What follows belongs to an exercise in optimizing a design on an open flow for small area, a short achievable clock period and few clock cycles per item; a production flow would make more cautious choices. Only simulation tests tie the RTL to the original design; equivalence was not proved.

==> design.v <==
module aes256_ctr_mode (
  input  logic         clk,
  input  logic         rst,
  input  logic [31:0]  config_register,
  output logic [31:0]  status_register,
  input  logic [255:0] input_key,
  input  logic [127:0] input_iv,
  output logic         s_axis_tready,
  input  logic         s_axis_tvalid,
  input  logic         s_axis_tlast,
  input  logic [127:0] s_axis_tdata,
  input  logic         m_axis_tready,
  output logic         m_axis_tvalid,
  output logic         m_axis_tlast,
  output logic [127:0] m_axis_tdata
);
  function automatic logic [7:0] sbox(input logic [7:0] x);
    logic U0, U1, U2, U3, U4, U5, U6, U7;
    logic T1, T2, T3, T4, T5, T6, T7, T8, T9, T10, T11, T12, T13, T14, T15, T16, T17, T18;
    logic T19, T20, T21, T22, T23, T24, T25, T26, T27;
    logic M1, M2, M3, M4, M5, M6, M7, M8, M9, M10, M11, M12, M13, M14, M15, M16, M17, M18;
    logic M19, M20, M21, M22, M23, M24, M25, M26, M27, M28, M29, M30, M31, M32, M33, M34;
    logic M35, M36, M37, M38, M39, M40, M41, M42, M43, M44, M45, M46, M47, M48, M49, M50;
    logic M51, M52, M53, M54, M55, M56, M57, M58, M59, M60, M61, M62, M63;
    logic L0, L1, L2, L3, L4, L5, L6, L7, L8, L9, L10, L11, L12, L13, L14, L15, L16, L17;
    logic L18, L19, L20, L21, L22, L23, L24, L25, L26, L27, L28, L29;
    {U0, U1, U2, U3, U4, U5, U6, U7} = x;
    T1 = U0 ^ U3;   T2 = U0 ^ U5;   T3 = U0 ^ U6;   T4 = U3 ^ U5;
    T5 = U4 ^ U6;   T6 = T1 ^ T5;   T7 = U1 ^ U2;   T8 = U7 ^ T6;
    T9 = U7 ^ T7;   T10 = T6 ^ T7;  T11 = U1 ^ U5;  T12 = U2 ^ U5;
    T13 = T3 ^ T4;  T14 = T6 ^ T11; T15 = T5 ^ T11; T16 = T5 ^ T12;
    T17 = T9 ^ T16; T18 = U3 ^ U7;  T19 = T7 ^ T18; T20 = T1 ^ T19;
    T21 = U6 ^ U7;  T22 = T7 ^ T21; T23 = T2 ^ T22; T24 = T2 ^ T10;
    T25 = T20 ^ T17; T26 = T3 ^ T16; T27 = T1 ^ T12;
    M1 = T13 & T6;  M2 = T23 & T8;  M3 = T14 ^ M1;  M4 = T19 & U7;
    M5 = M4 ^ M1;   M6 = T3 & T16;  M7 = T22 & T9;  M8 = T26 ^ M6;
    M9 = T20 & T17; M10 = M9 ^ M6;  M11 = T1 & T15; M12 = T4 & T27;
    M13 = M12 ^ M11; M14 = T2 & T10; M15 = M14 ^ M11; M16 = M3 ^ M2;
    M17 = M5 ^ T24; M18 = M8 ^ M7;  M19 = M10 ^ M15; M20 = M16 ^ M13;
    M21 = M17 ^ M15; M22 = M18 ^ M13; M23 = M19 ^ T25; M24 = M22 ^ M23;
    M25 = M22 & M20; M26 = M21 ^ M25; M27 = M20 ^ M21; M28 = M23 ^ M25;
    M29 = M28 & M27; M30 = M26 & M24; M31 = M20 & M23; M32 = M27 & M31;
    M33 = M27 ^ M25; M34 = M21 & M22; M35 = M24 & M34; M36 = M24 ^ M25;
    M37 = M21 ^ M29; M38 = M32 ^ M33; M39 = M23 ^ M30; M40 = M35 ^ M36;
    M41 = M38 ^ M40; M42 = M37 ^ M39; M43 = M37 ^ M38; M44 = M39 ^ M40;
    M45 = M42 ^ M41; M46 = M44 & T6;  M47 = M40 & T8;  M48 = M39 & U7;
    M49 = M43 & T16; M50 = M38 & T9;  M51 = M37 & T17; M52 = M42 & T15;
    M53 = M45 & T27; M54 = M41 & T10; M55 = M44 & T13; M56 = M40 & T23;
    M57 = M39 & T19; M58 = M43 & T3;  M59 = M38 & T22; M60 = M37 & T20;
    M61 = M42 & T1;  M62 = M45 & T4;  M63 = M41 & T2;
    L0 = M61 ^ M62; L1 = M50 ^ M56; L2 = M46 ^ M48; L3 = M47 ^ M55;
    L4 = M54 ^ M58; L5 = M49 ^ M61; L6 = M62 ^ L5;  L7 = M46 ^ L3;
    L8 = M51 ^ M59; L9 = M52 ^ M53; L10 = M53 ^ L4; L11 = M60 ^ L2;
    L12 = M48 ^ M51; L13 = M50 ^ L0; L14 = M52 ^ M61; L15 = M55 ^ L1;
    L16 = M56 ^ L0; L17 = M57 ^ L1; L18 = M58 ^ L8; L19 = M63 ^ L4;
    L20 = L0 ^ L1;  L21 = L1 ^ L7;  L22 = L3 ^ L12; L23 = L18 ^ L2;
    L24 = L15 ^ L9; L25 = L6 ^ L10; L26 = L7 ^ L9;  L27 = L8 ^ L10;
    L28 = L11 ^ L14; L29 = L11 ^ L17;
    sbox = {L6 ^ L24, ~(L16 ^ L26), ~(L19 ^ L28), L6 ^ L21,
            L20 ^ L22, L25 ^ L29, ~(L13 ^ L27), ~(L6 ^ L23)};
  endfunction
  function automatic logic [31:0] sub_word(input logic [31:0] w);
    sub_word = {sbox(w[31:24]), sbox(w[23:16]), sbox(w[15:8]), sbox(w[7:0])};
  endfunction
  function automatic logic [7:0] xtime(input logic [7:0] b);
    xtime = {b[6:0], 1'b0} ^ (b[7] ? 8'h1b : 8'h00);
  endfunction
  function automatic logic [31:0] mix_col(input logic [31:0] col);
    logic [7:0] a0, a1, a2, a3;
    {a0, a1, a2, a3} = col;
    mix_col = {xtime(a0) ^ xtime(a1) ^ a1 ^ a2 ^ a3,
               a0 ^ xtime(a1) ^ xtime(a2) ^ a2 ^ a3,
               a0 ^ a1 ^ xtime(a2) ^ xtime(a3) ^ a3,
               xtime(a0) ^ a0 ^ a1 ^ a2 ^ xtime(a3)};
  endfunction
  function automatic logic [127:0] sub_shift(input logic [127:0] st);
    logic [127:0] res;
    for (int c = 0; c < 4; c++)
      for (int r = 0; r < 4; r++)
        res[127-8*(4*c+r) -: 8] = sbox(st[127-8*(4*((c+r)%4)+r) -: 8]);
    sub_shift = res;
  endfunction
  function automatic logic [127:0] mix_columns(input logic [127:0] st);
    mix_columns = {mix_col(st[127:96]), mix_col(st[95:64]), mix_col(st[63:32]),
                   mix_col(st[31:0])};
  endfunction
  function automatic logic [127:0] next_key(input logic [127:0] old, input logic [31:0] g);
    logic [31:0] w0, w1, w2, w3;
    w0 = old[127:96] ^ g;
    w1 = old[95:64] ^ w0;
    w2 = old[63:32] ^ w1;
    w3 = old[31:0] ^ w2;
    next_key = {w0, w1, w2, w3};
  endfunction
  logic         load;
  logic         unused_cfg;
  assign load       = config_register[0];
  assign unused_cfg = ^config_register[31:1];
  logic [4:0]   ph;
  logic         fin;
  logic         fin_next;
  logic [4:0]   ph_next;
  assign ph_next  = (ph == 5'd27) ? 5'd0 : ph + 5'd1;
  assign fin      = (ph == 5'd27) || (ph <= 5'd2);
  assign fin_next = (ph >= 5'd26) || (ph <= 5'd1);
  logic [255:0] key_q;      
  logic [127:0] ka;         
  logic [127:0] kb;         
  logic [31:0]  g_q;        
  logic [31:0]  g_in;
  logic [7:0]   rcon;
  assign rcon = 8'h01 << ph[4:2];
  assign g_in = ph[1] ? sub_word(kb[31:0])
                      : (sub_word({ka[23:0], ka[31:24]}) ^ {rcon, 24'h0});
  always_ff @(posedge clk) begin
    if (load)
      key_q <= input_key;
    g_q <= g_in;
    if (ph[1:0] == 2'd0)
      ka <= (ph == 5'd0) ? key_q[127:0] : next_key(ka, g_q);
    if (ph[1:0] == 2'd2)
      kb <= next_key((ph == 5'd2) ? key_q[255:128] : kb, g_q);
  end
  logic [127:0] ra1, ra2, rb1, rb2;
  logic         va1, va2, vb1, vb2;
  logic [127:0] ctr;        
  logic [2:0]   nfl;        
  logic [127:0] ks;
  logic         ready;
  logic         emerge;     
  logic         take;       
  logic         miss;       
  logic         issue_ok;
  assign ks       = rb1 ^ kb;
  assign emerge   = fin && vb1;
  assign take     = s_axis_tready && s_axis_tvalid;
  assign miss     = emerge && !take;
  assign issue_ok = fin && ready && !miss;
  always_ff @(posedge clk) begin
    ra1 <= sub_shift(rb2);
    ra2 <= mix_columns(ra1) ^ ka;
    rb1 <= sub_shift(ra2);
    rb2 <= fin ? (ctr ^ key_q[255:128]) : (mix_columns(rb1) ^ kb);
  end
  always_ff @(posedge clk) begin
    if (load)
      ctr <= input_iv;
    else if (miss)
      ctr <= ctr - 128'(nfl);
    else if (issue_ok)
      ctr <= ctr + 128'd1;
  end
  always_ff @(posedge clk or posedge rst) begin
    if (rst) begin
      ph    <= '0;
      ready <= 1'b0;
      nfl   <= '0;
      va1   <= 1'b0;
      va2   <= 1'b0;
      vb1   <= 1'b0;
      vb2   <= 1'b0;
    end else if (load) begin
      ph    <= 5'd27;
      ready <= 1'b1;
      nfl   <= '0;
      va1   <= 1'b0;
      va2   <= 1'b0;
      vb1   <= 1'b0;
      vb2   <= 1'b0;
    end else begin
      ph  <= ph_next;
      va1 <= vb2 && !miss;
      va2 <= va1 && !miss;
      vb1 <= va2 && !miss;
      vb2 <= fin ? issue_ok : (vb1 && !miss);
      if (miss)
        nfl <= '0;
      else
        nfl <= nfl + 3'(issue_ok) - 3'(take);
    end
  end
  logic         o_free;
  logic         s_valid;
  logic         s_last;
  logic [127:0] s_data;
  logic         s_valid_next;
  logic         o_valid_next;
  assign o_free = !m_axis_tvalid || m_axis_tready;
  always_comb begin
    if (o_free) begin
      o_valid_next = s_valid || take;
      s_valid_next = 1'b0;
    end else begin
      o_valid_next = 1'b1;
      s_valid_next = s_valid || take;
    end
  end
  always_ff @(posedge clk) begin
    if (o_free) begin
      m_axis_tdata <= s_valid ? s_data : (s_axis_tdata ^ ks);
      m_axis_tlast <= s_valid ? s_last : s_axis_tlast;
    end
    if (!s_valid) begin
      s_data <= s_axis_tdata ^ ks;
      s_last <= s_axis_tlast;
    end
  end
  always_ff @(posedge clk or posedge rst) begin
    if (rst) begin
      m_axis_tvalid <= 1'b0;
      s_valid       <= 1'b0;
      s_axis_tready <= 1'b0;
    end else if (load) begin
      m_axis_tvalid <= 1'b0;
      s_valid       <= 1'b0;
      s_axis_tready <= 1'b0;
    end else begin
      m_axis_tvalid <= o_valid_next;
      s_valid       <= s_valid_next;
      s_axis_tready <= fin_next && va2 && !miss && !s_valid_next;
    end
  end
  assign status_register = {26'd0, 5'd0, ready};
endmodule
==> run.sh <==
#!/bin/bash
# synth_recipe.tcl (not shown) runs the flow's synth.tcl, then flattens the netlist and writes it again
# the make line also repeats each setting of config.mk as NAME=value (left out here)
make -C /OpenROAD-flow-scripts/flow DESIGN_CONFIG=/design/flow/config.mk WORK_HOME=/design/flow/orfs CLKGATE_MAP_FILE= SYNTH_SCRIPT=/design/flow/synth_recipe.tcl finish
==> config.mk <==
export PLATFORM = sky130hd
export DESIGN_NAME = aes256_ctr_mode
export DESIGN_NICKNAME = aes256_ctr_mode
export VERILOG_FILES = /design/flow/design.v
export SDC_FILE = /design/flow/constraint.sdc
export NUM_CORES = 4
export LEC_CHECK = 0
export CAP_MARGIN = 20
export CELL_PAD_IN_SITES_DETAIL_PLACEMENT = 2
export CELL_PAD_IN_SITES_GLOBAL_PLACEMENT = 2
export CORE_MARGIN = 2
export CORE_UTILIZATION = 25
export PLACE_DENSITY = 0.45
export SLEW_MARGIN = 20
==> constraint.sdc <==
create_clock -name core_clock -period 11.0 [get_ports {clk}]
set_input_delay 2.2000 -clock core_clock [delete_from_list [all_inputs] [get_ports {clk}]]
set_output_delay 2.2000 -clock core_clock [all_outputs]
set_load 0.01 [all_outputs]
==> flow_summary_export.csv <==
group,metric,value,unit
grt,grt_util_all_layers,0.258,
clock_tree,worstSkewPairLatency,0.97,ns
critical_path,cp.arrival,9.24,ns
critical_path,worstSetupStartpoint,"s_axis_tvalid",
critical_path,cp-end-kind,"register",
logic_synthesis,yosysSeqAreaShare,0.282,
floorplan,core,524000,um^2
clock_tree,ctsHoldBuffers,0,
critical_path,crit_slowest_cell,"o32ai_1",
logic_synthesis,async_flop_share,0.0110,
outcome,status,"complete, no violations",
clock_tree,post_cts_buffers,0,
route,ant_nets,0,
route,drcViolationCount,0,
route,drtIter0Drc,7698,
sta,hold_viol_final,0,
critical_path,path_class,"in -> reg",
clock_tree,numCtsBuffers,201,
clock_tree,cts_tree,"done",
critical_path,rr_worst_depth,21,
place,dp_hpwl,587000,um
floorplan,die_x,729,um
critical_path,endpoint,"ctr[113]$_DFFE_PP_",
critical_path,reg2reg_from,"ph[0]$_DFF_PP0_",
critical_path,cp_max_fo,44,
final_layout,fin_nets,15900,
logic_synthesis,ys_ff_latch,1458,
critical_path,cp.required,11.67,ns
sta,fin_skew,0.0982,ns
sta,fmax,117,MHz
place,placedInstanceArea,145000,um^2
floorplan,die_h,729,um
sta,tns,0,ns
place,io_buffers,649,
sta,maxSlewHeadroom,0.133,
logic_synthesis,synth_edf_count,769,
sta,rsz0062_at_grt,"false",
grt,grt_pass1_vias,121000,
logic_synthesis,synthesis.area,131000,um^2
floorplan,dieArea,531000,um^2
sta,slew_violations,0,
place,place_congestion,0.908,
logic_synthesis,synth_cell_types,126,
sta,fin_hold_ws,0.459,ns
logic_synthesis,synth_ff_type,"edfxtp_1",
final_layout,final_cell_mix,"xnor2_1 (3204), nand2_1 (1333), nor2_1 (1286)",
logic_synthesis,syn_inst,15000,
clock_tree,cts-root-buf,"clkbuf_16",
route,wl_per_cell,31.6,um
route,vias,115000,
logic_synthesis,ys_warn_count,1,
worst_hold_path,hold_path_class,"reg -> reg",
sta,fin_crit,8.57,ns
clock_tree,clk_path_buf_depth,4,
final_layout,fillers,58700,
grt,grt_remaining_overflow,0,
logic_synthesis,avgSynthCellArea,8.73,um^2
sta,tightestPinTransition,1.29,ns
clock_tree,cts_resized,0,
critical_path,rrSetupSlack,3.10,ns
floorplan,initial_core_util,0.251,
sta,period_share,0.779,
clock_tree,cts.clk_slew.worst_paths,0.07,ns
grt,grt_max_degree,132,
clock_tree,htree_levels,4,
route,viasPerCell,5.11,
route,wl,710000,um
final_layout,area_growth,16.1,%
critical_path,path_cells,"clkdlybuf4s50_1, a21bo_2, nor2_2, nand2_8, nor2_1, ha_1, nor2b_1, o21ai_0, a21boi_0, nor2_1, o32ai_1, nand4b_1, a211oi_1, nor2b_1, a21oi_1, o41ai_1, o211ai_1, nand2_1, xor2_1, mux2_2",
final_layout,final_common_cell,"xnor2_1",
grt,grt_pass1_wl,979000,um
floorplan,io_pins,712,
critical_path,r2r-end,"ctr[113]$_DFFE_PP_",
clock_tree,clock-sinks,1458,
sta,setup_viol,0,
final_layout,postLayoutCellArea,152000,um^2
critical_path,start_kind,"input pin",
floorplan,num_rows,266,
route,firstDrtPassIters,6,
job,max-cap-violations,0,
final_layout,drive_gt1_frac,0.0738,
critical_path,critical_path.max_stage_delay,0.74,ns
grt,grt_antenna_before_repair,114,
## routing by layer
layer  share of wire  vias to the layer above  GRT usage
met4           0.039                       16     0.0898
met5         0.00013                        -          0
met1            0.46                    59300      0.350
met3           0.039                      636     0.0289
met2            0.46                     2318      0.422
li1                -                    52700          -
## state kept, by name, indices dropped and copies added (netlist names), 3 cells and up
signal,cells
ph,5
rb2,128
key_q,256
ctr,128
m_axis_tdata,128
rb1,128
s_data,128
ra2,128
ra1,128
ka,128
g_q,32
kb,128
nfl,3
## how the worst min path moves through the flow
stage | slack, ns | end | cells past startpoint | startpoint
6_report | 0.46 | va1$_DFF_PP0_ | 1 | vb2$_DFF_PP0_
5_1_grt | 0.48 | va1$_DFF_PP0_ | 1 | vb2$_DFF_PP0_
4_1_cts | 0.45 | va1$_DFF_PP0_ | 1 | vb2$_DFF_PP0_
3_5_place_dp | 0.45 | va1$_DFF_PP0_ | 1 | vb2$_DFF_PP0_
3_3_place_gp | 0.45 | s_data[104]$_DFF_P_ | 2 | s_data[104]$_DFF_P_
2_1_floorplan | 0.43 | s_data[126]$_DFF_P_ | 2 | s_data[126]$_DFF_P_
## logic make-up after synthesis
kind of cell | count (synthesis) | synth area share
adders and majority gates | 126 | 0.0116
DFF | 1458 | 0.282
other | 1 | 0.0000286
and+or+nand+nor | 3832 | 0.130
muxes | 358 | 0.0281
buffers and inverters | 1220 | 0.0388
AOI/OAI and AO/OA | 3353 | 0.164
xor gates and xnor gates | 4698 | 0.346
## cell usage after synthesis (72+ instances only)
library cell  instances  area [um^2]
dfxtp_1             673        13500
nand3_1             247         1240
xnor2_1            3228        28300
and2_1               95          594
a221oi_1             75          657
clkbuf_1            631         2370
or2_2                76          475
a21oi_1             947         4740
a211oi_1            103          773
edfxtp_1            769        23100
xor2_1             1111         9730
and3_1               82          513
xnor3_1             147         3310
o22ai_1             228         1430
o211ai_1            101          758
a22oi_1              87          653
nor2_1             1289         4840
nor3_1              203         1020
nor4_1               85          532
nand4_1              95          594
a31oi_1             133          832
o21ai_0             855         4280
xnor2_2             105         1710
buf_2               219         1100
nand2_1            1335         5010
o221ai_1             82          718
nor2b_1              79          494
nand2b_1             72          450
mux2i_1             288         2880
ha_1                 96         1200
inv_1               232          871
## metrics by stage
stage                     utilization  worst slack (ns)  std cells
after global placement          0.277              1.33      22000
after detailed placement        0.277              1.36      22000
after floorplan                     -              1.16      15100
after global routing            0.291              2.02      22500
after CTS                       0.290              2.37      22400
final                           0.291              2.43      22500
## critical path: cells and delay by family
kind                       cells  cell delay [ns]
AOI/OAI and AO/OA              8             3.61
xor gates and xnor gates       1             0.07
adders and majority gates      1             0.18
buffers and inverters          1             0.56
muxes                          1             0.26
and+or+nand+nor                8             2.34
## cell type report
type	count	area [um^2]	area share
clock buffers	266	5590	0.0367
inverters	237	897	0.00589
diodes	115	288	0.00189
well taps	6968	8720	0.0572
repair buffers	948	8770	0.0576
multi-input cells	12400	89900	0.590
clock inverters	109	1200	0.00788
flip-flops and latches	1458	37000	0.243
Testbench counts, summed over its fixed seeds: cycles 18,975, items 2,583.

[re-timing with driven ports]
The flow's constraints put no driver on any port. The routed layout listed below was extracted and timed again, unchanged, in two steps.
Step 1 assumes that a clkbuf_16 drives the clock port and a buf_2 every other input.
Step 2 moves the port delays by t, midway between the first and last clock arrival at a register: inputs arrive t later, outputs are due t later. That takes back most of the time a late clock gives input paths.
Slacks: no drivers / after step 1 / after step 2; pairs: no drivers / after step 1.
shift t [ns]: 1.050
slack for setup (ns): 2.429 / 2.521 / 1.471
worst setup path after step 2: input to register
slew at the worst register clock pin (ns): 0.07 / 0.07
cell pins on the clock port's net: 1
After both steps this run still meets setup and hold. The setup slack of this run moves by +0.092 ns with the drivers and by -0.958 ns with both steps.
